Source: an optimization exercise on an open RTL-to-GDS flow (aim: small area, a short achievable clock period and few clock cycles per item). Production flows keep margins and buffers that such runs may drop.
The RTL was checked by simulation tests, not by an equivalence proof against the original design.

## run.sh

```bash
#!/bin/bash
# synth_recipe.tcl (not shown) runs the flow's synth.tcl, then flattens the netlist and writes it again
# the make line also repeats each setting of config.mk as NAME=value (left out here)
make -C /OpenROAD-flow-scripts/flow DESIGN_CONFIG=/design/flow/config.mk WORK_HOME=/design/flow/orfs CLKGATE_MAP_FILE= SYNTH_SCRIPT=/design/flow/synth_recipe.tcl finish
```

## config.mk

```make
export PLATFORM = sky130hd
export DESIGN_NAME = ntt_core
export DESIGN_NICKNAME = ntt_core
export VERILOG_FILES = /design/flow/design.v
export SDC_FILE = /design/flow/constraint.sdc
export NUM_CORES = 4
export LEC_CHECK = 0
export CAP_MARGIN = 20
export CORE_MARGIN = 2
export CORE_UTILIZATION = 40
export CTS_BUF_LIST = sky130_fd_sc_hd__clkbuf_8
export SETUP_SLACK_MARGIN = 3.0
export SLEW_MARGIN = 20
```

## constraint.sdc

```tcl
create_clock -name core_clock -period 7.0 [get_ports {clk}]
set_input_delay 1.4000 -clock core_clock [delete_from_list [all_inputs] [get_ports {clk}]]
set_output_delay 1.4000 -clock core_clock [all_outputs]
set_load 0.01 [all_outputs]
```

## design.v

```verilog
package ntt_pkg;
    localparam int DATA_W = 14;
    localparam logic [DATA_W-1:0] Q = 14'd12289;
    localparam logic [DATA_W-1:0] R2_MOD_Q = 14'd6829;
endpackage
`timescale 1ns/1ps
module coef_regfile (
    input  logic        clk,
    input  logic [3:0]  wr,         
    input  logic [13:0] wd0,
    input  logic [13:0] wd1,
    input  logic [13:0] wd2,
    input  logic [13:0] wd3,
    output logic [13:0] head0,
    output logic [13:0] head1,
    output logic [13:0] head2,
    output logic [13:0] head3,
    output logic [13:0] nxt0,
    output logic [13:0] nxt1,
    output logic [13:0] nxt3
);
    logic [13:0] l0 [0:3];
    logic [13:0] l1 [0:3];
    logic [13:0] l2 [0:3];
    logic [13:0] l3 [0:3];
    always_ff @(posedge clk) begin
        l0[0] <= wr[0] ? wd0 : l0[1]; l0[1] <= l0[2]; l0[2] <= l0[3]; l0[3] <= l0[0];
        l1[0] <= wr[1] ? wd1 : l1[1]; l1[1] <= l1[2]; l1[2] <= l1[3]; l1[3] <= l1[0];
        l2[0] <= wr[2] ? wd2 : l2[1]; l2[1] <= l2[2]; l2[2] <= l2[3]; l2[3] <= l2[0];
        l3[0] <= wr[3] ? wd3 : l3[1]; l3[1] <= l3[2]; l3[2] <= l3[3]; l3[3] <= l3[0];
    end
    assign head0 = l0[0];
    assign head1 = l1[0];
    assign head2 = l2[0];
    assign head3 = l3[0];
    assign nxt0  = l0[1];
    assign nxt1  = l1[1];
    assign nxt3  = l3[1];
endmodule
`timescale 1ns/1ps
module twiddle_ram (
    input  logic        clk,
    input  logic        wr_en,
    input  logic [2:0]  wr_idx,
    input  logic [13:0] wr_data,
    input  logic [2:0]  rd_sel,     
    output logic [13:0] rd_data
);
    logic [13:0] w1, w2, w3, w4, w6;
    always_ff @(posedge clk) begin
        if (wr_en && wr_idx == 3'd1) w1 <= wr_data;
        if (wr_en && wr_idx == 3'd2) w2 <= wr_data;
        if (wr_en && wr_idx == 3'd3) w3 <= wr_data;
        if (wr_en && wr_idx == 3'd4) w4 <= wr_data;
        if (wr_en && wr_idx == 3'd6) w6 <= wr_data;
    end
    always_comb begin
        case (rd_sel)
            3'd0:    rd_data = w1;
            3'd1:    rd_data = w2;
            3'd2:    rd_data = w3;
            3'd3:    rd_data = w4;
            3'd4:    rd_data = w6;
            default: rd_data = ntt_pkg::R2_MOD_Q;
        endcase
    end
endmodule
`timescale 1ns/1ps
module mod_mult (
    input  logic        clk,
    input  logic [13:0] a,
    input  logic [13:0] b,
    output logic [13:0] p
);
    logic [13:0] a_r;
    logic [27:0] s_r;      
    logic [27:0] c_r;
    logic [13:0] hi_r;     
    logic [13:0] m_r;      
    logic [1:0]  k_r;      
    logic [27:0] s_n;
    logic [27:0] c_n;
    logic [27:0] prod;
    logic [13:0] lo;
    logic [13:0] m;
    logic [2:0]  h;
    logic [1:0]  c;
    logic [1:0]  kc;
    logic [14:0] tx, ty, ux, uy;
    logic [14:0] t;
    logic [14:0] tq;
    mul_csa csa_i (.a(a_r), .b(b), .s(s_n), .c(c_n));
    always_comb begin
        prod = s_r + c_r;
        lo   = prod[13:0];
        m    = {2'(lo[1:0] * 2'd3), 12'd0} - lo;
        h    = {1'b0, lo[13:12]} + {1'b0, lo[1:0]};
        if (lo == 14'd0)                                           c = 2'd0;
        else if ((h > 3'd4) || ((h == 3'd4) && (lo[11:0] != 12'd0))) c = 2'd2;
        else                                                       c = 2'd1;
        kc   = c + 2'(m[1] & m[0]);
        tx   = {1'b0, hi_r} ^ {3'b0, m_r[13:2]} ^ {2'b0, m_r[13:1]};
        ty   = {(({1'b0, hi_r} & {3'b0, m_r[13:2]}) | ({1'b0, hi_r} & {2'b0, m_r[13:1]}) |
                 ({3'b0, m_r[13:2]} & {2'b0, m_r[13:1]})), 1'b0};
        ux   = tx ^ ty ^ 15'd20479;
        uy   = {((tx & ty) | (tx & 15'd20479) | (ty & 15'd20479)), 1'b0};
        t    = tx + ty + 15'(k_r);
        tq   = ux + uy + 15'(k_r);
    end
    always_ff @(posedge clk) begin
        a_r  <= a;
        s_r  <= s_n;
        c_r  <= c_n;
        hi_r <= prod[27:14];
        m_r  <= m;
        k_r  <= kc;
        p    <= tq[14] ? t[13:0] : tq[13:0];
    end
endmodule
module mul_csa (
    input  logic [13:0] a,
    input  logic [13:0] b,
    output logic [27:0] s,
    output logic [27:0] c
);
    logic [13:0] pp [0:13];
    always_comb for (int i = 0; i < 14; i++) pp[i] = a & {14{b[i]}};
    logic s1;
    logic c2;
    logic s3;
    logic c4;
    logic s5;
    logic c6;
    logic s7;
    logic c8;
    logic s9;
    logic c10;
    logic s11;
    logic c12;
    logic s13;
    logic c14;
    logic s15;
    logic c16;
    logic s17;
    logic c18;
    logic s19;
    logic c20;
    logic s21;
    logic c22;
    logic s23;
    logic c24;
    logic s25;
    logic c26;
    logic s27;
    logic c28;
    logic s29;
    logic c30;
    logic s31;
    logic c32;
    logic s33;
    logic c34;
    logic s35;
    logic c36;
    logic s37;
    logic c38;
    logic s39;
    logic c40;
    logic s41;
    logic c42;
    logic s43;
    logic c44;
    logic s45;
    logic c46;
    logic s47;
    logic c48;
    logic s49;
    logic c50;
    logic s51;
    logic c52;
    logic s53;
    logic c54;
    logic s55;
    logic c56;
    logic s57;
    logic c58;
    logic s59;
    logic c60;
    logic s61;
    logic c62;
    logic s63;
    logic c64;
    logic s65;
    logic c66;
    logic s67;
    logic c68;
    logic s69;
    logic c70;
    logic s71;
    logic c72;
    logic s73;
    logic c74;
    logic s75;
    logic c76;
    logic s77;
    logic c78;
    logic s79;
    logic c80;
    logic s81;
    logic c82;
    logic s83;
    logic c84;
    logic s85;
    logic c86;
    logic s87;
    logic c88;
    logic s89;
    logic c90;
    logic s91;
    logic c92;
    logic s93;
    logic c94;
    logic s95;
    logic c96;
    logic s97;
    logic c98;
    logic s99;
    logic c100;
    logic s101;
    logic c102;
    logic s103;
    logic c104;
    logic s105;
    logic c106;
    logic s107;
    logic c108;
    logic s109;
    logic c110;
    logic s111;
    logic c112;
    logic s113;
    logic c114;
    logic s115;
    logic c116;
    logic s117;
    logic c118;
    logic s119;
    logic c120;
    logic s121;
    logic c122;
    logic s123;
    logic c124;
    logic s125;
    logic c126;
    logic s127;
    logic c128;
    logic s129;
    logic c130;
    logic s131;
    logic c132;
    logic s133;
    logic c134;
    logic s135;
    logic c136;
    logic s137;
    logic c138;
    logic s139;
    logic c140;
    logic s141;
    logic c142;
    logic s143;
    logic c144;
    logic s145;
    logic c146;
    logic s147;
    logic c148;
    logic s149;
    logic c150;
    logic s151;
    logic c152;
    logic s153;
    logic c154;
    logic s155;
    logic c156;
    logic s157;
    logic c158;
    logic s159;
    logic c160;
    logic s161;
    logic c162;
    logic s163;
    logic c164;
    logic s165;
    logic c166;
    logic s167;
    logic c168;
    logic s169;
    logic c170;
    logic s171;
    logic c172;
    logic s173;
    logic c174;
    logic s175;
    logic c176;
    logic s177;
    logic c178;
    logic s179;
    logic c180;
    logic s181;
    logic c182;
    logic s183;
    logic c184;
    logic s185;
    logic c186;
    logic s187;
    logic c188;
    logic s189;
    logic c190;
    logic s191;
    logic c192;
    logic s193;
    logic c194;
    logic s195;
    logic c196;
    logic s197;
    logic c198;
    logic s199;
    logic c200;
    logic s201;
    logic c202;
    logic s203;
    logic c204;
    logic s205;
    logic c206;
    logic s207;
    logic c208;
    logic s209;
    logic c210;
    logic s211;
    logic c212;
    logic s213;
    logic c214;
    logic s215;
    logic c216;
    logic s217;
    logic c218;
    logic s219;
    logic c220;
    logic s221;
    logic c222;
    logic s223;
    logic c224;
    logic s225;
    logic c226;
    logic s227;
    logic c228;
    logic s229;
    logic c230;
    logic s231;
    logic c232;
    logic s233;
    logic c234;
    logic s235;
    logic c236;
    logic s237;
    logic c238;
    logic s239;
    logic c240;
    logic s241;
    logic c242;
    logic s243;
    logic c244;
    logic s245;
    logic c246;
    logic s247;
    logic c248;
    logic s249;
    logic c250;
    logic s251;
    logic c252;
    logic s253;
    logic c254;
    logic s255;
    logic c256;
    logic s257;
    logic c258;
    logic s259;
    logic c260;
    logic s261;
    logic c262;
    logic s263;
    logic c264;
    logic s265;
    logic c266;
    logic s267;
    logic c268;
    logic s269;
    logic c270;
    logic s271;
    logic c272;
    logic s273;
    logic c274;
    logic s275;
    logic c276;
    logic s277;
    logic c278;
    logic s279;
    logic c280;
    logic s281;
    logic c282;
    logic s283;
    logic c284;
    logic s285;
    logic c286;
    logic s287;
    logic c288;
    logic s289;
    logic c290;
    logic s291;
    logic c292;
    logic s293;
    logic c294;
    logic s295;
    logic c296;
    logic s297;
    logic c298;
    logic s299;
    logic c300;
    logic s301;
    logic c302;
    logic s303;
    logic c304;
    logic s305;
    logic c306;
    logic s307;
    logic c308;
    logic s309;
    logic c310;
    logic s311;
    logic c312;
    assign s1 = pp[0][13] ^ pp[1][12];
    assign c2 = pp[0][13] & pp[1][12];
    assign s3 = pp[1][13] ^ pp[2][12];
    assign c4 = pp[1][13] & pp[2][12];
    assign s5 = pp[0][9] ^ pp[1][8];
    assign c6 = pp[0][9] & pp[1][8];
    assign s7 = pp[0][10] ^ pp[1][9] ^ pp[2][8];
    assign c8 = (pp[0][10] & pp[1][9]) | (pp[0][10] & pp[2][8]) | (pp[1][9] & pp[2][8]);
    assign s9 = pp[3][7] ^ pp[4][6];
    assign c10 = pp[3][7] & pp[4][6];
    assign s11 = pp[0][11] ^ pp[1][10] ^ pp[2][9];
    assign c12 = (pp[0][11] & pp[1][10]) | (pp[0][11] & pp[2][9]) | (pp[1][10] & pp[2][9]);
    assign s13 = pp[3][8] ^ pp[4][7] ^ pp[5][6];
    assign c14 = (pp[3][8] & pp[4][7]) | (pp[3][8] & pp[5][6]) | (pp[4][7] & pp[5][6]);
    assign s15 = pp[6][5] ^ pp[7][4];
    assign c16 = pp[6][5] & pp[7][4];
    assign s17 = pp[0][12] ^ pp[1][11] ^ pp[2][10];
    assign c18 = (pp[0][12] & pp[1][11]) | (pp[0][12] & pp[2][10]) | (pp[1][11] & pp[2][10]);
    assign s19 = pp[3][9] ^ pp[4][8] ^ pp[5][7];
    assign c20 = (pp[3][9] & pp[4][8]) | (pp[3][9] & pp[5][7]) | (pp[4][8] & pp[5][7]);
    assign s21 = pp[6][6] ^ pp[7][5] ^ pp[8][4];
    assign c22 = (pp[6][6] & pp[7][5]) | (pp[6][6] & pp[8][4]) | (pp[7][5] & pp[8][4]);
    assign s23 = pp[9][3] ^ pp[10][2];
    assign c24 = pp[9][3] & pp[10][2];
    assign s25 = s1 ^ pp[2][11] ^ pp[3][10];
    assign c26 = (s1 & pp[2][11]) | (s1 & pp[3][10]) | (pp[2][11] & pp[3][10]);
    assign s27 = pp[4][9] ^ pp[5][8] ^ pp[6][7];
    assign c28 = (pp[4][9] & pp[5][8]) | (pp[4][9] & pp[6][7]) | (pp[5][8] & pp[6][7]);
    assign s29 = pp[7][6] ^ pp[8][5] ^ pp[9][4];
    assign c30 = (pp[7][6] & pp[8][5]) | (pp[7][6] & pp[9][4]) | (pp[8][5] & pp[9][4]);
    assign s31 = pp[10][3] ^ pp[11][2] ^ pp[12][1];
    assign c32 = (pp[10][3] & pp[11][2]) | (pp[10][3] & pp[12][1]) | (pp[11][2] & pp[12][1]);
    assign s33 = c2 ^ s3 ^ pp[3][11];
    assign c34 = (c2 & s3) | (c2 & pp[3][11]) | (s3 & pp[3][11]);
    assign s35 = pp[4][10] ^ pp[5][9] ^ pp[6][8];
    assign c36 = (pp[4][10] & pp[5][9]) | (pp[4][10] & pp[6][8]) | (pp[5][9] & pp[6][8]);
    assign s37 = pp[7][7] ^ pp[8][6] ^ pp[9][5];
    assign c38 = (pp[7][7] & pp[8][6]) | (pp[7][7] & pp[9][5]) | (pp[8][6] & pp[9][5]);
    assign s39 = pp[10][4] ^ pp[11][3] ^ pp[12][2];
    assign c40 = (pp[10][4] & pp[11][3]) | (pp[10][4] & pp[12][2]) | (pp[11][3] & pp[12][2]);
    assign s41 = c4 ^ pp[2][13] ^ pp[3][12];
    assign c42 = (c4 & pp[2][13]) | (c4 & pp[3][12]) | (pp[2][13] & pp[3][12]);
    assign s43 = pp[4][11] ^ pp[5][10] ^ pp[6][9];
    assign c44 = (pp[4][11] & pp[5][10]) | (pp[4][11] & pp[6][9]) | (pp[5][10] & pp[6][9]);
    assign s45 = pp[7][8] ^ pp[8][7] ^ pp[9][6];
    assign c46 = (pp[7][8] & pp[8][7]) | (pp[7][8] & pp[9][6]) | (pp[8][7] & pp[9][6]);
    assign s47 = pp[10][5] ^ pp[11][4] ^ pp[12][3];
    assign c48 = (pp[10][5] & pp[11][4]) | (pp[10][5] & pp[12][3]) | (pp[11][4] & pp[12][3]);
    assign s49 = pp[3][13] ^ pp[4][12] ^ pp[5][11];
    assign c50 = (pp[3][13] & pp[4][12]) | (pp[3][13] & pp[5][11]) | (pp[4][12] & pp[5][11]);
    assign s51 = pp[6][10] ^ pp[7][9] ^ pp[8][8];
    assign c52 = (pp[6][10] & pp[7][9]) | (pp[6][10] & pp[8][8]) | (pp[7][9] & pp[8][8]);
    assign s53 = pp[9][7] ^ pp[10][6] ^ pp[11][5];
    assign c54 = (pp[9][7] & pp[10][6]) | (pp[9][7] & pp[11][5]) | (pp[10][6] & pp[11][5]);
    assign s55 = pp[4][13] ^ pp[5][12] ^ pp[6][11];
    assign c56 = (pp[4][13] & pp[5][12]) | (pp[4][13] & pp[6][11]) | (pp[5][12] & pp[6][11]);
    assign s57 = pp[7][10] ^ pp[8][9] ^ pp[9][8];
    assign c58 = (pp[7][10] & pp[8][9]) | (pp[7][10] & pp[9][8]) | (pp[8][9] & pp[9][8]);
    assign s59 = pp[5][13] ^ pp[6][12] ^ pp[7][11];
    assign c60 = (pp[5][13] & pp[6][12]) | (pp[5][13] & pp[7][11]) | (pp[6][12] & pp[7][11]);
    assign s61 = pp[0][6] ^ pp[1][5];
    assign c62 = pp[0][6] & pp[1][5];
    assign s63 = pp[0][7] ^ pp[1][6] ^ pp[2][5];
    assign c64 = (pp[0][7] & pp[1][6]) | (pp[0][7] & pp[2][5]) | (pp[1][6] & pp[2][5]);
    assign s65 = pp[3][4] ^ pp[4][3];
    assign c66 = pp[3][4] & pp[4][3];
    assign s67 = pp[0][8] ^ pp[1][7] ^ pp[2][6];
    assign c68 = (pp[0][8] & pp[1][7]) | (pp[0][8] & pp[2][6]) | (pp[1][7] & pp[2][6]);
    assign s69 = pp[3][5] ^ pp[4][4] ^ pp[5][3];
    assign c70 = (pp[3][5] & pp[4][4]) | (pp[3][5] & pp[5][3]) | (pp[4][4] & pp[5][3]);
    assign s71 = pp[6][2] ^ pp[7][1];
    assign c72 = pp[6][2] & pp[7][1];
    assign s73 = s5 ^ pp[2][7] ^ pp[3][6];
    assign c74 = (s5 & pp[2][7]) | (s5 & pp[3][6]) | (pp[2][7] & pp[3][6]);
    assign s75 = pp[4][5] ^ pp[5][4] ^ pp[6][3];
    assign c76 = (pp[4][5] & pp[5][4]) | (pp[4][5] & pp[6][3]) | (pp[5][4] & pp[6][3]);
    assign s77 = pp[7][2] ^ pp[8][1] ^ pp[9][0];
    assign c78 = (pp[7][2] & pp[8][1]) | (pp[7][2] & pp[9][0]) | (pp[8][1] & pp[9][0]);
    assign s79 = c6 ^ s7 ^ s9;
    assign c80 = (c6 & s7) | (c6 & s9) | (s7 & s9);
    assign s81 = pp[5][5] ^ pp[6][4] ^ pp[7][3];
    assign c82 = (pp[5][5] & pp[6][4]) | (pp[5][5] & pp[7][3]) | (pp[6][4] & pp[7][3]);
    assign s83 = pp[8][2] ^ pp[9][1] ^ pp[10][0];
    assign c84 = (pp[8][2] & pp[9][1]) | (pp[8][2] & pp[10][0]) | (pp[9][1] & pp[10][0]);
    assign s85 = c8 ^ c10 ^ s11;
    assign c86 = (c8 & c10) | (c8 & s11) | (c10 & s11);
    assign s87 = s13 ^ s15 ^ pp[8][3];
    assign c88 = (s13 & s15) | (s13 & pp[8][3]) | (s15 & pp[8][3]);
    assign s89 = pp[9][2] ^ pp[10][1] ^ pp[11][0];
    assign c90 = (pp[9][2] & pp[10][1]) | (pp[9][2] & pp[11][0]) | (pp[10][1] & pp[11][0]);
    assign s91 = c12 ^ c14 ^ c16;
    assign c92 = (c12 & c14) | (c12 & c16) | (c14 & c16);
    assign s93 = s17 ^ s19 ^ s21;
    assign c94 = (s17 & s19) | (s17 & s21) | (s19 & s21);
    assign s95 = s23 ^ pp[11][1] ^ pp[12][0];
    assign c96 = (s23 & pp[11][1]) | (s23 & pp[12][0]) | (pp[11][1] & pp[12][0]);
    assign s97 = c18 ^ c20 ^ c22;
    assign c98 = (c18 & c20) | (c18 & c22) | (c20 & c22);
    assign s99 = c24 ^ s25 ^ s27;
    assign c100 = (c24 & s25) | (c24 & s27) | (s25 & s27);
    assign s101 = s29 ^ s31 ^ pp[13][0];
    assign c102 = (s29 & s31) | (s29 & pp[13][0]) | (s31 & pp[13][0]);
    assign s103 = c26 ^ c28 ^ c30;
    assign c104 = (c26 & c28) | (c26 & c30) | (c28 & c30);
    assign s105 = c32 ^ s33 ^ s35;
    assign c106 = (c32 & s33) | (c32 & s35) | (s33 & s35);
    assign s107 = s37 ^ s39 ^ pp[13][1];
    assign c108 = (s37 & s39) | (s37 & pp[13][1]) | (s39 & pp[13][1]);
    assign s109 = c34 ^ c36 ^ c38;
    assign c110 = (c34 & c36) | (c34 & c38) | (c36 & c38);
    assign s111 = c40 ^ s41 ^ s43;
    assign c112 = (c40 & s41) | (c40 & s43) | (s41 & s43);
    assign s113 = s45 ^ s47 ^ pp[13][2];
    assign c114 = (s45 & s47) | (s45 & pp[13][2]) | (s47 & pp[13][2]);
    assign s115 = c42 ^ c44 ^ c46;
    assign c116 = (c42 & c44) | (c42 & c46) | (c44 & c46);
    assign s117 = c48 ^ s49 ^ s51;
    assign c118 = (c48 & s49) | (c48 & s51) | (s49 & s51);
    assign s119 = s53 ^ pp[12][4] ^ pp[13][3];
    assign c120 = (s53 & pp[12][4]) | (s53 & pp[13][3]) | (pp[12][4] & pp[13][3]);
    assign s121 = c50 ^ c52 ^ c54;
    assign c122 = (c50 & c52) | (c50 & c54) | (c52 & c54);
    assign s123 = s55 ^ s57 ^ pp[10][7];
    assign c124 = (s55 & s57) | (s55 & pp[10][7]) | (s57 & pp[10][7]);
    assign s125 = pp[11][6] ^ pp[12][5] ^ pp[13][4];
    assign c126 = (pp[11][6] & pp[12][5]) | (pp[11][6] & pp[13][4]) | (pp[12][5] & pp[13][4]);
    assign s127 = c56 ^ c58 ^ s59;
    assign c128 = (c56 & c58) | (c56 & s59) | (c58 & s59);
    assign s129 = pp[8][10] ^ pp[9][9] ^ pp[10][8];
    assign c130 = (pp[8][10] & pp[9][9]) | (pp[8][10] & pp[10][8]) | (pp[9][9] & pp[10][8]);
    assign s131 = pp[11][7] ^ pp[12][6] ^ pp[13][5];
    assign c132 = (pp[11][7] & pp[12][6]) | (pp[11][7] & pp[13][5]) | (pp[12][6] & pp[13][5]);
    assign s133 = c60 ^ pp[6][13] ^ pp[7][12];
    assign c134 = (c60 & pp[6][13]) | (c60 & pp[7][12]) | (pp[6][13] & pp[7][12]);
    assign s135 = pp[8][11] ^ pp[9][10] ^ pp[10][9];
    assign c136 = (pp[8][11] & pp[9][10]) | (pp[8][11] & pp[10][9]) | (pp[9][10] & pp[10][9]);
    assign s137 = pp[11][8] ^ pp[12][7] ^ pp[13][6];
    assign c138 = (pp[11][8] & pp[12][7]) | (pp[11][8] & pp[13][6]) | (pp[12][7] & pp[13][6]);
    assign s139 = pp[7][13] ^ pp[8][12] ^ pp[9][11];
    assign c140 = (pp[7][13] & pp[8][12]) | (pp[7][13] & pp[9][11]) | (pp[8][12] & pp[9][11]);
    assign s141 = pp[10][10] ^ pp[11][9] ^ pp[12][8];
    assign c142 = (pp[10][10] & pp[11][9]) | (pp[10][10] & pp[12][8]) | (pp[11][9] & pp[12][8]);
    assign s143 = pp[8][13] ^ pp[9][12] ^ pp[10][11];
    assign c144 = (pp[8][13] & pp[9][12]) | (pp[8][13] & pp[10][11]) | (pp[9][12] & pp[10][11]);
    assign s145 = pp[0][4] ^ pp[1][3];
    assign c146 = pp[0][4] & pp[1][3];
    assign s147 = pp[0][5] ^ pp[1][4] ^ pp[2][3];
    assign c148 = (pp[0][5] & pp[1][4]) | (pp[0][5] & pp[2][3]) | (pp[1][4] & pp[2][3]);
    assign s149 = pp[3][2] ^ pp[4][1];
    assign c150 = pp[3][2] & pp[4][1];
    assign s151 = s61 ^ pp[2][4] ^ pp[3][3];
    assign c152 = (s61 & pp[2][4]) | (s61 & pp[3][3]) | (pp[2][4] & pp[3][3]);
    assign s153 = pp[4][2] ^ pp[5][1] ^ pp[6][0];
    assign c154 = (pp[4][2] & pp[5][1]) | (pp[4][2] & pp[6][0]) | (pp[5][1] & pp[6][0]);
    assign s155 = c62 ^ s63 ^ s65;
    assign c156 = (c62 & s63) | (c62 & s65) | (s63 & s65);
    assign s157 = pp[5][2] ^ pp[6][1] ^ pp[7][0];
    assign c158 = (pp[5][2] & pp[6][1]) | (pp[5][2] & pp[7][0]) | (pp[6][1] & pp[7][0]);
    assign s159 = c64 ^ c66 ^ s67;
    assign c160 = (c64 & c66) | (c64 & s67) | (c66 & s67);
    assign s161 = s69 ^ s71 ^ pp[8][0];
    assign c162 = (s69 & s71) | (s69 & pp[8][0]) | (s71 & pp[8][0]);
    assign s163 = c68 ^ c70 ^ c72;
    assign c164 = (c68 & c70) | (c68 & c72) | (c70 & c72);
    assign s165 = s73 ^ s75 ^ s77;
    assign c166 = (s73 & s75) | (s73 & s77) | (s75 & s77);
    assign s167 = c74 ^ c76 ^ c78;
    assign c168 = (c74 & c76) | (c74 & c78) | (c76 & c78);
    assign s169 = s79 ^ s81 ^ s83;
    assign c170 = (s79 & s81) | (s79 & s83) | (s81 & s83);
    assign s171 = c80 ^ c82 ^ c84;
    assign c172 = (c80 & c82) | (c80 & c84) | (c82 & c84);
    assign s173 = s85 ^ s87 ^ s89;
    assign c174 = (s85 & s87) | (s85 & s89) | (s87 & s89);
    assign s175 = c86 ^ c88 ^ c90;
    assign c176 = (c86 & c88) | (c86 & c90) | (c88 & c90);
    assign s177 = s91 ^ s93 ^ s95;
    assign c178 = (s91 & s93) | (s91 & s95) | (s93 & s95);
    assign s179 = c92 ^ c94 ^ c96;
    assign c180 = (c92 & c94) | (c92 & c96) | (c94 & c96);
    assign s181 = s97 ^ s99 ^ s101;
    assign c182 = (s97 & s99) | (s97 & s101) | (s99 & s101);
    assign s183 = c98 ^ c100 ^ c102;
    assign c184 = (c98 & c100) | (c98 & c102) | (c100 & c102);
    assign s185 = s103 ^ s105 ^ s107;
    assign c186 = (s103 & s105) | (s103 & s107) | (s105 & s107);
    assign s187 = c104 ^ c106 ^ c108;
    assign c188 = (c104 & c106) | (c104 & c108) | (c106 & c108);
    assign s189 = s109 ^ s111 ^ s113;
    assign c190 = (s109 & s111) | (s109 & s113) | (s111 & s113);
    assign s191 = c110 ^ c112 ^ c114;
    assign c192 = (c110 & c112) | (c110 & c114) | (c112 & c114);
    assign s193 = s115 ^ s117 ^ s119;
    assign c194 = (s115 & s117) | (s115 & s119) | (s117 & s119);
    assign s195 = c116 ^ c118 ^ c120;
    assign c196 = (c116 & c118) | (c116 & c120) | (c118 & c120);
    assign s197 = s121 ^ s123 ^ s125;
    assign c198 = (s121 & s123) | (s121 & s125) | (s123 & s125);
    assign s199 = c122 ^ c124 ^ c126;
    assign c200 = (c122 & c124) | (c122 & c126) | (c124 & c126);
    assign s201 = s127 ^ s129 ^ s131;
    assign c202 = (s127 & s129) | (s127 & s131) | (s129 & s131);
    assign s203 = c128 ^ c130 ^ c132;
    assign c204 = (c128 & c130) | (c128 & c132) | (c130 & c132);
    assign s205 = s133 ^ s135 ^ s137;
    assign c206 = (s133 & s135) | (s133 & s137) | (s135 & s137);
    assign s207 = c134 ^ c136 ^ c138;
    assign c208 = (c134 & c136) | (c134 & c138) | (c136 & c138);
    assign s209 = s139 ^ s141 ^ pp[13][7];
    assign c210 = (s139 & s141) | (s139 & pp[13][7]) | (s141 & pp[13][7]);
    assign s211 = c140 ^ c142 ^ s143;
    assign c212 = (c140 & c142) | (c140 & s143) | (c142 & s143);
    assign s213 = pp[11][10] ^ pp[12][9] ^ pp[13][8];
    assign c214 = (pp[11][10] & pp[12][9]) | (pp[11][10] & pp[13][8]) | (pp[12][9] & pp[13][8]);
    assign s215 = c144 ^ pp[9][13] ^ pp[10][12];
    assign c216 = (c144 & pp[9][13]) | (c144 & pp[10][12]) | (pp[9][13] & pp[10][12]);
    assign s217 = pp[11][11] ^ pp[12][10] ^ pp[13][9];
    assign c218 = (pp[11][11] & pp[12][10]) | (pp[11][11] & pp[13][9]) | (pp[12][10] & pp[13][9]);
    assign s219 = pp[10][13] ^ pp[11][12] ^ pp[12][11];
    assign c220 = (pp[10][13] & pp[11][12]) | (pp[10][13] & pp[12][11]) | (pp[11][12] & pp[12][11]);
    assign s221 = pp[0][3] ^ pp[1][2];
    assign c222 = pp[0][3] & pp[1][2];
    assign s223 = s145 ^ pp[2][2] ^ pp[3][1];
    assign c224 = (s145 & pp[2][2]) | (s145 & pp[3][1]) | (pp[2][2] & pp[3][1]);
    assign s225 = c146 ^ s147 ^ s149;
    assign c226 = (c146 & s147) | (c146 & s149) | (s147 & s149);
    assign s227 = c148 ^ c150 ^ s151;
    assign c228 = (c148 & c150) | (c148 & s151) | (c150 & s151);
    assign s229 = c152 ^ c154 ^ s155;
    assign c230 = (c152 & c154) | (c152 & s155) | (c154 & s155);
    assign s231 = c156 ^ c158 ^ s159;
    assign c232 = (c156 & c158) | (c156 & s159) | (c158 & s159);
    assign s233 = c160 ^ c162 ^ s163;
    assign c234 = (c160 & c162) | (c160 & s163) | (c162 & s163);
    assign s235 = c164 ^ c166 ^ s167;
    assign c236 = (c164 & c166) | (c164 & s167) | (c166 & s167);
    assign s237 = c168 ^ c170 ^ s171;
    assign c238 = (c168 & c170) | (c168 & s171) | (c170 & s171);
    assign s239 = c172 ^ c174 ^ s175;
    assign c240 = (c172 & c174) | (c172 & s175) | (c174 & s175);
    assign s241 = c176 ^ c178 ^ s179;
    assign c242 = (c176 & c178) | (c176 & s179) | (c178 & s179);
    assign s243 = c180 ^ c182 ^ s183;
    assign c244 = (c180 & c182) | (c180 & s183) | (c182 & s183);
    assign s245 = c184 ^ c186 ^ s187;
    assign c246 = (c184 & c186) | (c184 & s187) | (c186 & s187);
    assign s247 = c188 ^ c190 ^ s191;
    assign c248 = (c188 & c190) | (c188 & s191) | (c190 & s191);
    assign s249 = c192 ^ c194 ^ s195;
    assign c250 = (c192 & c194) | (c192 & s195) | (c194 & s195);
    assign s251 = c196 ^ c198 ^ s199;
    assign c252 = (c196 & c198) | (c196 & s199) | (c198 & s199);
    assign s253 = c200 ^ c202 ^ s203;
    assign c254 = (c200 & c202) | (c200 & s203) | (c202 & s203);
    assign s255 = c204 ^ c206 ^ s207;
    assign c256 = (c204 & c206) | (c204 & s207) | (c206 & s207);
    assign s257 = c208 ^ c210 ^ s211;
    assign c258 = (c208 & c210) | (c208 & s211) | (c210 & s211);
    assign s259 = c212 ^ c214 ^ s215;
    assign c260 = (c212 & c214) | (c212 & s215) | (c214 & s215);
    assign s261 = c216 ^ c218 ^ s219;
    assign c262 = (c216 & c218) | (c216 & s219) | (c218 & s219);
    assign s263 = c220 ^ pp[11][13] ^ pp[12][12];
    assign c264 = (c220 & pp[11][13]) | (c220 & pp[12][12]) | (pp[11][13] & pp[12][12]);
    assign s265 = pp[0][2] ^ pp[1][1];
    assign c266 = pp[0][2] & pp[1][1];
    assign s267 = s221 ^ pp[2][1] ^ pp[3][0];
    assign c268 = (s221 & pp[2][1]) | (s221 & pp[3][0]) | (pp[2][1] & pp[3][0]);
    assign s269 = c222 ^ s223 ^ pp[4][0];
    assign c270 = (c222 & s223) | (c222 & pp[4][0]) | (s223 & pp[4][0]);
    assign s271 = c224 ^ s225 ^ pp[5][0];
    assign c272 = (c224 & s225) | (c224 & pp[5][0]) | (s225 & pp[5][0]);
    assign s273 = c226 ^ s227 ^ s153;
    assign c274 = (c226 & s227) | (c226 & s153) | (s227 & s153);
    assign s275 = c228 ^ s229 ^ s157;
    assign c276 = (c228 & s229) | (c228 & s157) | (s229 & s157);
    assign s277 = c230 ^ s231 ^ s161;
    assign c278 = (c230 & s231) | (c230 & s161) | (s231 & s161);
    assign s279 = c232 ^ s233 ^ s165;
    assign c280 = (c232 & s233) | (c232 & s165) | (s233 & s165);
    assign s281 = c234 ^ s235 ^ s169;
    assign c282 = (c234 & s235) | (c234 & s169) | (s235 & s169);
    assign s283 = c236 ^ s237 ^ s173;
    assign c284 = (c236 & s237) | (c236 & s173) | (s237 & s173);
    assign s285 = c238 ^ s239 ^ s177;
    assign c286 = (c238 & s239) | (c238 & s177) | (s239 & s177);
    assign s287 = c240 ^ s241 ^ s181;
    assign c288 = (c240 & s241) | (c240 & s181) | (s241 & s181);
    assign s289 = c242 ^ s243 ^ s185;
    assign c290 = (c242 & s243) | (c242 & s185) | (s243 & s185);
    assign s291 = c244 ^ s245 ^ s189;
    assign c292 = (c244 & s245) | (c244 & s189) | (s245 & s189);
    assign s293 = c246 ^ s247 ^ s193;
    assign c294 = (c246 & s247) | (c246 & s193) | (s247 & s193);
    assign s295 = c248 ^ s249 ^ s197;
    assign c296 = (c248 & s249) | (c248 & s197) | (s249 & s197);
    assign s297 = c250 ^ s251 ^ s201;
    assign c298 = (c250 & s251) | (c250 & s201) | (s251 & s201);
    assign s299 = c252 ^ s253 ^ s205;
    assign c300 = (c252 & s253) | (c252 & s205) | (s253 & s205);
    assign s301 = c254 ^ s255 ^ s209;
    assign c302 = (c254 & s255) | (c254 & s209) | (s255 & s209);
    assign s303 = c256 ^ s257 ^ s213;
    assign c304 = (c256 & s257) | (c256 & s213) | (s257 & s213);
    assign s305 = c258 ^ s259 ^ s217;
    assign c306 = (c258 & s259) | (c258 & s217) | (s259 & s217);
    assign s307 = c260 ^ s261 ^ pp[13][10];
    assign c308 = (c260 & s261) | (c260 & pp[13][10]) | (s261 & pp[13][10]);
    assign s309 = c262 ^ s263 ^ pp[13][11];
    assign c310 = (c262 & s263) | (c262 & pp[13][11]) | (s263 & pp[13][11]);
    assign s311 = c264 ^ pp[12][13] ^ pp[13][12];
    assign c312 = (c264 & pp[12][13]) | (c264 & pp[13][12]) | (pp[12][13] & pp[13][12]);
    assign s[0] = pp[0][0];
    assign c[0] = 1'b0;
    assign s[1] = pp[0][1];
    assign c[1] = pp[1][0];
    assign s[2] = s265;
    assign c[2] = pp[2][0];
    assign s[3] = c266;
    assign c[3] = s267;
    assign s[4] = c268;
    assign c[4] = s269;
    assign s[5] = c270;
    assign c[5] = s271;
    assign s[6] = c272;
    assign c[6] = s273;
    assign s[7] = c274;
    assign c[7] = s275;
    assign s[8] = c276;
    assign c[8] = s277;
    assign s[9] = c278;
    assign c[9] = s279;
    assign s[10] = c280;
    assign c[10] = s281;
    assign s[11] = c282;
    assign c[11] = s283;
    assign s[12] = c284;
    assign c[12] = s285;
    assign s[13] = c286;
    assign c[13] = s287;
    assign s[14] = c288;
    assign c[14] = s289;
    assign s[15] = c290;
    assign c[15] = s291;
    assign s[16] = c292;
    assign c[16] = s293;
    assign s[17] = c294;
    assign c[17] = s295;
    assign s[18] = c296;
    assign c[18] = s297;
    assign s[19] = c298;
    assign c[19] = s299;
    assign s[20] = c300;
    assign c[20] = s301;
    assign s[21] = c302;
    assign c[21] = s303;
    assign s[22] = c304;
    assign c[22] = s305;
    assign s[23] = c306;
    assign c[23] = s307;
    assign s[24] = c308;
    assign c[24] = s309;
    assign s[25] = c310;
    assign c[25] = s311;
    assign s[26] = c312;
    assign c[26] = pp[13][13];
    assign s[27] = 1'b0;
    assign c[27] = 1'b0;
endmodule
`timescale 1ns/1ps
module mod_addsub (
    input  logic [13:0] a,
    input  logic [13:0] b,
    input  logic        sub,
    output logic [13:0] y
);
    logic [14:0] bb;
    logic [14:0] s;
    logic [14:0] t;
    logic [14:0] k;
    logic [14:0] cx;
    logic [14:0] cy;
    always_comb begin
        bb = {1'b0, b} ^ {15{sub}};
        k  = sub ? 15'd12290 : 15'd20479;
        cx = {1'b0, a} ^ bb ^ k;
        cy = ({1'b0, a} & bb) | ({1'b0, a} & k) | (bb & k);
        s  = {1'b0, a} + bb + 15'(sub);
        t  = cx + {cy[13:0], 1'b0};
        if (sub) y = s[14] ? t[13:0] : s[13:0];
        else     y = t[14] ? s[13:0] : t[13:0];
    end
endmodule
module mod_add (
    input  logic [13:0] a,
    input  logic [13:0] b,
    output logic [13:0] y
);
    logic [14:0] s;
    logic [14:0] t;
    logic [14:0] cx;
    logic [14:0] cy;
    always_comb begin
        cx = {1'b0, a} ^ {1'b0, b} ^ 15'd20479;
        cy = ({1'b0, a} & {1'b0, b}) | ({1'b0, a} & 15'd20479) | ({1'b0, b} & 15'd20479);
        s = {1'b0, a} + {1'b0, b};
        t = cx + {cy[13:0], 1'b0};
        y = t[14] ? s[13:0] : t[13:0];
    end
endmodule
module mod_sub (
    input  logic [13:0] a,
    input  logic [13:0] b,
    output logic [13:0] y
);
    logic [14:0] s;
    logic [14:0] t;
    logic [14:0] cx;
    logic [14:0] cy;
    always_comb begin
        cx = {1'b0, a} ^ {1'b1, ~b} ^ 15'd12290;
        cy = ({1'b0, a} & {1'b1, ~b}) | ({1'b0, a} & 15'd12290) | ({1'b1, ~b} & 15'd12290);
        s = {1'b0, a} + {1'b1, ~b} + 15'd1;
        t = cx + {cy[13:0], 1'b0};
        y = s[14] ? t[13:0] : s[13:0];
    end
endmodule
`timescale 1ns/1ps
`timescale 1ns/1ps
module ntt_core (
    input  logic        clk,
    input  logic        reset,
    input  logic        load_w,
    input  logic        load_data,
    input  logic        start,
    input  logic [13:0] din,
    output logic        done,
    output logic [13:0] dout
);
    typedef enum logic [2:0] {
        S_IDLE,
        S_LTW,
        S_LDATA,
        S_WAIT,
        S_RUN
    } state_t;
    state_t      state;
    logic [3:0]  seq;
    logic [3:0]  twk;      
    logic [1:0]  hcol;     
    logic [4:0]  k;        
    logic [4:0]  kn;       
    logic        spec;     
    logic        ready;
    logic        go;
    logic        go_spec;
    logic        cmd_start;
    logic        commit;
    logic        abort;
    logic [13:0] din_r;
    logic        ldv_r;    
    logic [3:0]  ldi_r;
    assign cmd_start = start && !load_w && !load_data;
    assign ready     = (hcol == 2'd1) && (twk >= 4'd13);
    assign go_spec   = (state == S_LDATA) && (seq == 4'd14) && ready;
    assign commit    = spec && (state == S_IDLE) && cmd_start;
    assign abort     = spec && (state == S_IDLE) && !cmd_start;
    assign go        = ready && !spec && (((state == S_IDLE) && cmd_start) || (state == S_WAIT));
    assign kn        = (go || go_spec) ? 5'd1 :
                       (abort ? 5'd0 : (((k != 5'd0) && (k != 5'd25)) ? k + 5'd1 : 5'd0));
    always_ff @(posedge clk or posedge reset) begin
        if (reset) begin
            state <= S_IDLE;
            seq   <= '0;
            twk   <= 4'd15;
            hcol  <= '0;
            k     <= '0;
            spec  <= 1'b0;
            ldv_r <= 1'b0;
            ldi_r <= '0;
        end else begin
            hcol  <= hcol + 2'd1;
            ldv_r <= (state == S_LDATA);
            ldi_r <= seq;
            k     <= kn;
            if (twk != 4'd15) twk <= twk + 4'd1;
            if (go_spec) spec <= 1'b1;
            if (state == S_IDLE) spec <= 1'b0;
            case (state)
                S_IDLE: begin
                    seq <= '0;
                    if (commit) begin
                        state <= S_RUN;
                    end else if (load_w) begin
                        state <= S_LTW;
                        twk   <= '0;
                    end else if (load_data) begin
                        state <= S_LDATA;
                        hcol  <= 2'd3;
                    end else if (start) begin
                        state <= go ? S_RUN : S_WAIT;
                    end
                end
                S_LTW: begin
                    seq <= seq + 4'd1;
                    if (seq == 4'd7) state <= S_IDLE;
                end
                S_LDATA: begin
                    seq <= seq + 4'd1;
                    if (seq == 4'd15) state <= S_IDLE;
                end
                S_WAIT: begin
                    if (go) state <= S_RUN;
                end
                S_RUN: begin
                    if (k == 5'd25) state <= S_IDLE;
                end
                default: state <= S_IDLE;
            endcase
        end
    end
    logic       s2_sub;
    logic       s2_swap;   
    logic       s2_bu2;    
    logic       d_wr;
    logic       z_mult;
    logic       ru_p0;     
    logic       ru_sub;
    logic       f_r3n;     
    logic       en_r1;
    logic       en_r0;
    logic       en_r2;
    logic       f_hi;      
    logic       f_sub;
    logic       out_en;
    always_ff @(posedge clk) begin
        s2_sub  <= ((kn >= 5'd5) && (kn <= 5'd8)) || (kn >= 5'd13);
        s2_swap <= (kn == 5'd15);
        s2_bu2  <= (kn <= 5'd8);
        d_wr    <= (kn >= 5'd4) && (kn <= 5'd7);
        ru_p0   <= (kn[1:0] == 2'd0);
        ru_sub  <= ~kn[0];
        f_r3n   <= (kn[1:0] != 2'd1);
        en_r1   <= (kn[1:0] == 2'd3);
        en_r0   <= (kn[1:0] == 2'd1);
        en_r2   <= (kn[1:0] == 2'd2);
        f_hi    <= kn[1] ^ 1'b1;       
        f_sub   <= kn[0];
        out_en  <= (kn >= 5'd10) && (kn <= 5'd25);
        case (kn)
            5'd9, 5'd10, 5'd11, 5'd13, 5'd14, 5'd15, 5'd17, 5'd18, 5'd19: z_mult <= 1'b1;
            default: z_mult <= 1'b0;
        endcase
    end
    logic [4:0] kq;
    logic [1:0] ma_sel;
    logic [2:0] tw_sel;
    logic [2:0] tw_sel_r;
    logic       conv;      
    assign kq   = ((k != 5'd0) && (k != 5'd25)) ? k + 5'd1 : 5'd0;
    assign conv = (twk <= 4'd7);
    always_comb begin
        if (kq <= 5'd4)           ma_sel = 2'd1;   
        else if (kq[1:0] == 2'd1) ma_sel = 2'd2;   
        else                      ma_sel = 2'd3;   
        case (kq)
            5'd6:    tw_sel = 3'd1;   
            5'd8:    tw_sel = 3'd4;   
            5'd10:   tw_sel = 3'd0;   
            5'd11:   tw_sel = 3'd1;   
            5'd12:   tw_sel = 3'd2;   
            5'd14:   tw_sel = 3'd2;   
            5'd15:   tw_sel = 3'd4;   
            5'd16:   tw_sel = 3'd0;   
            default: tw_sel = 3'd3;   
        endcase
        if (conv) tw_sel = 3'd7;
    end
    always_ff @(posedge clk) begin
        tw_sel_r <= tw_sel;
    end
    always_ff @(posedge clk) begin
        din_r <= din;
    end
    logic [13:0] h0, h1, h2, h3, n0, n1, n3;
    logic [13:0] lx;       
    logic [13:0] la, lc;
    logic [3:0]  l_wr;
    logic        l_hi;     
    assign l_hi = ldi_r[3];
    assign lx   = ldi_r[2] ? n1 : n0;
    mod_add ld_add_i (.a(lx), .b(din_r), .y(la));
    mod_sub ld_sub_i (.a(lx), .b(din_r), .y(lc));
    logic [13:0] e_nxt;
    assign e_nxt = (ldv_r && (ldi_r[3:2] == 2'd3)) ? lc : n3;
    always_comb begin
        l_wr = 4'b0000;
        if (ldv_r) begin
            l_wr[{l_hi, ldi_r[2]}] = 1'b1;    
            if (l_hi) l_wr[{1'b0, ldi_r[2]}] = 1'b1;    
        end
    end
    coef_regfile rf_i (
        .clk  (clk),
        .wr   (l_wr),
        .wd0  (l_hi ? la : din_r),
        .wd1  (l_hi ? la : din_r),
        .wd2  (lc),
        .wd3  (lc),
        .head0(h0),
        .head1(h1),
        .head2(h2),
        .head3(h3),
        .nxt0 (n0),
        .nxt1 (n1),
        .nxt3 (n3)
    );
    logic [13:0] dr [0:3];
    logic [13:0] mp;
    always_ff @(posedge clk) begin
        dr[0] <= d_wr ? mp : dr[1];
        dr[1] <= dr[2];
        dr[2] <= dr[3];
        dr[3] <= dr[0];
    end
    logic [13:0] y, y_n;
    logic [13:0] s2_a, s2_b;
    assign s2_a = s2_swap ? dr[0] : (s2_bu2 ? h0 : h2);
    assign s2_b = s2_bu2 ? h1 : (s2_swap ? h2 : dr[0]);
    mod_addsub s2_i (.a(s2_a), .b(s2_b), .sub(s2_sub), .y(y_n));
    always_ff @(posedge clk) begin
        y <= y_n;
    end
    logic [13:0] ma;
    logic [13:0] mb;
    always_comb begin
        if (conv)                 ma = din;
        else if (ma_sel == 2'd1)  ma = e_nxt;
        else if (ma_sel == 2'd2)  ma = ru_y;
        else                      ma = y_n;
    end
    twiddle_ram tw_i (
        .clk    (clk),
        .wr_en  ((twk >= 4'd4) && (twk <= 4'd11)),
        .wr_idx (3'(twk - 4'd4)),
        .wr_data(mp),
        .rd_sel (tw_sel_r),
        .rd_data(mb)
    );
    mod_mult mult_i (
        .clk(clk),
        .a  (ma),
        .b  (mb),
        .p  (mp)
    );
    logic [13:0] yd1, yd2, yd3;
    always_ff @(posedge clk) begin
        yd1 <= y;
        yd2 <= yd1;
        yd3 <= yd2;
    end
    logic [13:0] z;
    logic [13:0] zd1, zd2, zd3, zd4;
    assign z = z_mult ? mp : yd3;
    always_ff @(posedge clk) begin
        zd1 <= z;
        zd2 <= zd1;
        zd3 <= zd2;
        zd4 <= zd3;
    end
    logic [13:0] ru_a, ru_b, ru_y;
    logic [13:0] r0, r1, r2, r3h;
    always_comb begin
        ru_a = ({14{en_r1 | en_r2}} & zd2) | ({14{ru_p0}} & zd3) | ({14{en_r0}} & zd1);
        ru_b = ({14{en_r1}} & z) | ({14{ru_p0}} & zd1) | ({14{en_r0}} & zd3) | ({14{en_r2}} & zd4);
    end
    mod_addsub ru_i (.a(ru_a), .b(ru_b), .sub(ru_sub), .y(ru_y));
    always_ff @(posedge clk) begin
        if (en_r1) r1 <= ru_y;
        if (en_r0) r0 <= ru_y;
        if (en_r2) r2 <= ru_y;
        r3h <= mp;
    end
    logic [13:0] fa, fb, fy;
    assign fa = f_hi ? r2 : r0;
    assign fb = f_hi ? (f_r3n ? mp : r3h) : r1;
    mod_addsub fin_i (.a(fa), .b(fb), .sub(f_sub), .y(fy));
    always_ff @(posedge clk or posedge reset) begin
        if (reset) begin
            done <= 1'b0;
            dout <= '0;
        end else begin
            done <= (k == 5'd9);
            dout <= out_en ? fy : 14'd0;
        end
    end
endmodule
```

==> reports/summary.txt, run 1 <==
outcome -> complete, no violations
routed wire length -> 94,100 um
Reg2Reg Setup Slack -> 2540 ps
Max Cap Viol -> 0
Post-synth top flop -> dfxtp_1
number of port buffers -> 33
Hold Path Cell Cnt -> 0
vias per inst -> 5.14
Max FO, Critical Path -> 7
Initial Utilization -> 40.5%
Setup CP Type -> flop to flop
Synth async-reset ratio -> 5.32%
Initial DRC Count -> 1,593
Mapped Area -> 36,500 um^2
WP data arrival -> 5080 ps
Synth cell types -> 85
#FFs+latches synth -> 696
Total GRT Usage -> 19.4%
area grow syn2layout -> 20.8%
Worst Tran Pin Value -> 1020 ps
vias in the first global route -> 25,500
Hold WS -> 315 ps
top cells by area, synth -> dfxtp_1 (30%), fa_1 (10%), ha_1 (9.6%)
worst skew pair latency -> 760 ps
io pins -> 34
grt total ovfl -> 0
layout cells sized above 1 -> 22.2%
final max-slew violation count -> 0
First-pass DRT Iterations -> 6
RR Startpoint -> en_r1$_DFF_P_
fill count -> 8,214
Setup-failing EPs final -> 0
CP startpoint -> en_r1$_DFF_P_
Die X -> 306 um
slew margin rel. -> 31.6%
setup_tns -> 0 ps
DP HPWL -> 64,100 um
row cnt -> 110
most used cell, CP -> buf_4
GPL Wtd Cong -> 0.833
RSZ-0062 raised after global routing -> true
CP max-delay cell -> a222oi_1
Worst Slack Setup Final -> 2540 ps
first-pass GRT wire length -> 143,000 um
R2R depth -> 18
HP Class -> flop to flop
post-synthesis sequential area ratio -> 41.7%
post-place setup slack -> 1810 ps
synthesized area per cell -> 10.4 um^2
Final ANT Viol Nets -> 0
CORE AREA -> 90,300 um^2
initial antenna violation count -> 5
Critical Path End -> mult_i.a_r[13]$_DFF_P_
clock buffer depth -> 3
full die area -> 93,800 um^2
Fmax achieved -> 224 MHz
Final Critical Period -> 4460 ps
root buf cell -> clkbuf_8
placed cell area -> 38,300 um^2
Worst path max stage delay -> 410 ps
Reg clk slew, reported paths -> 70 ps
top cell type by total area after synthesis -> dfxtp_1
crit path cell chain -> or2_4 > buf_4 > a222oi_1 > inv_1 > ha_4 > xnor2_1 > ha_1 > o211ai_1 > buf_4 > a211o_1 > a31oi_2 > xor2_1 > o21ai_4 > buf_4 > buf_16 > buf_4 > a211o_1 > a221o_1
total clock sinks -> 696
CP Launch Type -> flop
Yosys top cell area share -> 30.0%
Layout Cell Area excl Fill -> 44,100 um^2
Num CTS Buffers -> 109
Via Count -> 25,900
largest net degree at the start of global routing -> 38
H-Tree Depth -> 3
# nets final -> 4,260
final hold vios -> 0
CP Data Required Time -> 7620 ps
chip height -> 306 um
r2r endpoint -> mult_i.a_r[13]$_DFF_P_
# DRC -> 0
CTS tree -> done
fraction of the cycle the final worst path needs -> 63.7%
Hold Buf Count CTS -> 0
WL per Instance -> 18.6 um
Crit. End Element -> flop
Synth warnings -> 14
number of enable flip-flop cells after synthesis -> 112
Worst Skew -> 53.8 ps
Post-Syn Instances -> 3,529
syn_nets -> 4,011
worst min path at each step:
stage                      startpoint                endpoint  slack (ps)
3_5_place_dp   rf_i.l0[2][11]$_DFF_P_  rf_i.l0[1][11]$_DFF_P_         310
5_1_grt                yd2[6]$_DFF_P_          yd3[6]$_DFF_P_         320
3_3_place_gp         dr[2][2]$_DFF_P_        dr[1][2]$_DFF_P_         310
6_report        rf_i.l1[3][1]$_DFF_P_   rf_i.l1[2][1]$_DFF_P_         310
2_1_floorplan        dr[2][0]$_DFF_P_        dr[1][0]$_DFF_P_         310
4_1_cts         rf_i.l0[2][4]$_DFF_P_   rf_i.l0[1][4]$_DFF_P_         320
synthesized netlist by cell type (12+ instances only):
| cell | instances |
|---|---|
| fa_1 | 182 |
| a22o_1 | 22 |
| nand3_1 | 33 |
| edfxtp_1 | 112 |
| nand2_1 | 263 |
| o21ai_0 | 172 |
| a21boi_0 | 19 |
| clkbuf_1 | 100 |
| dfxtp_1 | 547 |
| a211oi_1 | 13 |
| or2_2 | 14 |
| o31ai_1 | 12 |
| o21a_1 | 23 |
| a21o_1 | 38 |
| xnor2_1 | 176 |
| and3_1 | 14 |
| ha_1 | 281 |
| mux2i_1 | 108 |
| buf_1 | 13 |
| mux2_2 | 73 |
| a31oi_1 | 15 |
| dfrtp_1 | 33 |
| a22oi_1 | 19 |
| xor2_1 | 74 |
| a21oi_1 | 171 |
| inv_1 | 342 |
| a222oi_1 | 25 |
| or3_1 | 15 |
| nor2_1 | 183 |
| o21bai_1 | 25 |
| nor3_1 | 50 |
| nand2b_1 | 37 |
| o211ai_1 | 23 |
| nor2b_1 | 51 |
| and2_1 | 98 |
critical path: cells and delay by family, from the launching register on:
family / cells / cell delay, ps
xor gates and xnor gates: 2 / 320
DFF: 1 / 370
AOI/OAI and AO/OA: 7 / 1710
adders and majority gates: 2 / 650
and+or+nand+nor: 1 / 330
buffers and inverters: 6 / 930
final cells by class:
type                            instances  area, um^2  area share [%]
Timing Repair Buffer                  256        2460            5.57
Clock buffer                          124        1710            3.87
Sequential cell                       696       15300            34.7
Inverter                              342        1280            2.91
Antenna cell                            2        5.00          0.0113
Tap cell                             1176        1470            3.33
Multi-Input combinational cell       2373       21200            48.1
Clock inverter                         78         653            1.48
state kept, by name (all words and copies together) (netlist names), 26 cells and up:
| register | count |
|---|---|
| dr | 56 |
| rf_i.l0 | 56 |
| rf_i.l1 | 56 |
| rf_i.l2 | 56 |
| rf_i.l3 | 56 |
| mult_i.s_r | 27 |
| mult_i.c_r | 26 |
cell families after synthesis:
group | synth area share (%)
flip-flops | 41.7
AO/OA/AOI/OAI | 12.0
XOR/XNOR | 5.99
multiplexers | 5.29
adder cells (fa/ha/maj) | 19.6
buffers and inverters | 4.94
AND/OR/NAND/NOR | 10.5
per-stage QoR:
step | std cells | util, %
after floorplan | 3529 | -
after global placement | 4638 | 42.4
after detailed placement | 4638 | 42.4
after CTS | 4974 | 47.6
after global routing | 5047 | 48.9
final | 5047 | 48.9
what timing repair did:
item                       in CTS  in global routing
resized for setup             317                172
pin swaps                     103                101
setup endpoints to repair     173                155
gates cloned                   10                  1
setup buffers                 124                 70
layer usage:
metal	track usage, %	vias to the layer above	share of wire, %
met1	26.3	12700	46
met3	3.18	156	4.7
met4	5.61	0	2.5
met2	32.1	603	47
li1	-	12500	-
met5	0	-	0
layout by cell type (no fill, tap or decap), types with 34 or more instances in the layout:
cell type  count
a21o_1        38
a21oi_1      139
and2_1        87
buf_4        159
buf_6         37
clkbuf_8     124
dfxtp_1      525
edfxtp_1     112
fa_1         113
fa_2          69
ha_1         252
inv_1        327
inv_2         42
mux2_2        60
mux2i_1       83
nand2_1      248
nand2b_1      34
nor2_1       177
nor2b_1       45
nor3_1        49
o21ai_0      128
o21ai_1       36
xnor2_1      168
xor2_1        72
Testbench counts, summed over its fixed seeds: cycles 7,952, transforms 192.
==> run 2: changes to the inputs <==
--- a/config.mk
+++ b/config.mk
@@ -9,5 +9,7 @@
 export CORE_MARGIN = 2
 export CORE_UTILIZATION = 40
 export CTS_BUF_LIST = sky130_fd_sc_hd__clkbuf_8
+export CTS_CLUSTER_DIAMETER = 50
+export CTS_CLUSTER_SIZE = 20
 export SETUP_SLACK_MARGIN = 3.0
 export SLEW_MARGIN = 20
==> run 2 against run 1 <==
Via count decreased by 0.71%. Largest cell class unchanged. Synthesized cell count did not move. Highest routed layer unchanged. Design area is 0.38% lower. Still clean. Worst setup slack worse by 49 ps.
==> reports/summary.txt, run 2 <==
CP Data Required Time -> 7590 ps
largest net degree at the start of global routing -> 38
Synth cell types -> 85
Crit. End Element -> flop
Worst Skew -> 67.8 ps
CORE AREA -> 90,300 um^2
Num CTS Buffers -> 71
CP Launch Type -> flop
Initial Utilization -> 40.5%
CTS tree -> done
fill count -> 8,207
clock buffer depth -> 3
post-place setup slack -> 1810 ps
area grow syn2layout -> 20.3%
Yosys top cell area share -> 30.0%
Synth async-reset ratio -> 5.32%
Post-synth top flop -> dfxtp_1
Final Critical Period -> 4510 ps
outcome -> complete, no violations
FF/Latch Area -> 15,300 um^2
post-synthesis sequential area ratio -> 41.7%
row cnt -> 110
H-Tree Depth -> 3
WL per Instance -> 18.9 um
Max FO, Critical Path -> 6
HP Class -> flop to flop
Fmax achieved -> 222 MHz
Initial DRC Count -> 1,794
Post-Syn Instances -> 3,529
io pins -> 34
first-pass GRT wire length -> 143,000 um
WP data arrival -> 5100 ps
vias in the first global route -> 25,300
worst skew pair latency -> 720 ps
number of enable flip-flop cells after synthesis -> 112
total clock sinks -> 696
Final ANT Viol Nets -> 0
Worst Slack Setup Final -> 2490 ps
GPL Wtd Cong -> 0.833
Mapped Area -> 36,500 um^2
slew margin rel. -> 38.5%
number of port buffers -> 33
final max-slew violation count -> 0
synthesized area per cell -> 10.4 um^2
Max Cap Viol -> 0
Setup-failing EPs final -> 0
Post-synth top cells -> dfxtp_1 (547), inv_1 (342), ha_1 (281), nand2_1 (263), nor2_1 (183)
root buf cell -> clkbuf_8
Die X -> 306 um
#FFs+latches synth -> 696
commonest non-fill, non-tap cell in the layout -> dfxtp_1
Worst Tran Pin Value -> 915 ps
Setup CP Type -> flop to flop
top cells by area, synth -> dfxtp_1 (30%), fa_1 (10%), ha_1 (9.6%)
top cell type by total area after synthesis -> dfxtp_1
Hold Buf Count CTS -> 0
fraction of the cycle the final worst path needs -> 64.4%
RSZ-0062 raised after global routing -> true
syn_nets -> 4,011
grt total ovfl -> 0
Via Count -> 25,700
Multi-input gate area -> 21,300 um^2
most frequent cell after synthesis -> dfxtp_1
placed cell area -> 38,300 um^2
full die area -> 93,800 um^2
most frequent cells in the layout -> dfxtp_1 (523), inv_1 (300), ha_1 (258)
setup_tns -> 0 ps
layout cells sized above 1 -> 22.1%
final hold vios -> 0
# nets final -> 4,242
Synth warnings -> 14
Reg clk slew, reported paths -> 110 ps
routed wire length -> 94,300 um
DP HPWL -> 64,100 um
# DRC -> 0
chip height -> 306 um
Total GRT Usage -> 19.6%
Layout Cell Area excl Fill -> 44,000 um^2
vias per inst -> 5.15
First-pass DRT Iterations -> 5
initial antenna violation count -> 4
[run 2: kinds of logic (layout without fill, tap and decap cells)]
family	after synthesis	in the layout	share of synthesized area [%]
AND/OR/NAND/NOR	798	805	10.5
flip-flops	696	696	41.7
AO/OA/AOI/OAI	669	670	12.0
buffers and inverters	470	750	4.94
adder cells (fa/ha/maj)	463	463	19.6
XOR/XNOR	250	250	5.99
multiplexers	183	183	5.29
other	0	2	0
[run 2: final timing paths]
path	startpoint	end	slack, ps	cells after the start
setup / recovery	en_r1$_DFF_P_	mult_i.a_r[13]$_DFF_P_	2490	17
hold / removal	dr[2][3]$_DFF_P_	dr[1][3]$_DFF_P_	320	0
setup reg to reg	en_r1$_DFF_P_	mult_i.a_r[13]$_DFF_P_	2490	17
hold reg to reg	dr[2][3]$_DFF_P_	dr[1][3]$_DFF_P_	320	0
max in group asynchronous	reset	twk[1]$_DFF_PP1_	5500	3
min in group asynchronous	reset	dout[1]$_DFF_PP0_	1110	3
[run 2: per-layer routing]
metal | up-vias | wire length, um | GRT usage, %
met5 | - | 0 | 0
met1 | 12600 | 43300 | 26.8
met4 | 0 | 2500 | 5.21
li1 | 12400 | - | -
met2 | 592 | 43900 | 32.3
met3 | 159 | 4520 | 2.91
[run 2: repair_timing]
action | in CTS | in global routing
setup endpoints to repair | 175 | 147
setup buffers | 157 | 55
cloned | 11 | 2
pin swaps | 155 | 109
gates resized for setup | 350 | 173
[run 2: area by class of cell]
cell class | instances | area share [%]
inverter | 342 | 2.92
sequential | 696 | 34.8
tap | 1176 | 3.35
clock buffer | 75 | 2.35
antenna | 2 | 0.0114
timing repair buffer | 278 | 6.57
clock inverter | 55 | 1.58
multi-input combinational | 2371 | 48.4
[run 2: per-stage QoR]
stage | util, % | cells | hold slack (ps)
after detailed placement | 42.4 | 4638 | 312
after global placement | 42.4 | 4638 | 310
after global routing | 48.7 | 4995 | 306
after floorplan | - | 3529 | 310
final | 48.7 | 4995 | 318
after CTS | 47.5 | 4936 | 315
[run 2: critical path, stage by stage (launching register included)]
cell	delay, ps
dfxtp_4	400
or2_4	340
a222oi_1	450
inv_1	170
ha_4	300
xnor2_1	130
ha_1	370
and3_4	220
nand3_2	70
a211o_1	310
a31oi_2	200
xor2_1	120
o21ai_4	240
buf_8	150
nor3b_2	40
mux2_4	270
a211o_1	250
a221o_1	330

afterwards: timing with drivers on the ports:
In the flow no input, the clock included, has a driving cell. The finished layouts below were timed again as built, in two steps. Step 1, drivers: a clkbuf_16 drives clk and a buf_2 each remaining input, both assumed. Step 2 adds t to the input delays and takes it off the output delays; t is the mean of the earliest and latest rising clock arrival at the registers after step 1. Input paths then give back, and output paths get back, about the clock's delay inside the block. a / b / c = ideal / step 1 / step 2; a / b = the first two.
run | t, ns | setup WS [ns] | worst setup path at the end | slew at the worst register clock pin (ns) | cell pins on the clock port's net
run 1 | 0.788 | 2.538 / 2.538 / 2.538 | register to register | 0.07 / 0.07 | 1
run 2 | 0.746 | 2.490 / 2.490 / 2.490 | register to register | 0.11 / 0.11 | 1
After both steps setup and hold are still met in every run listed.
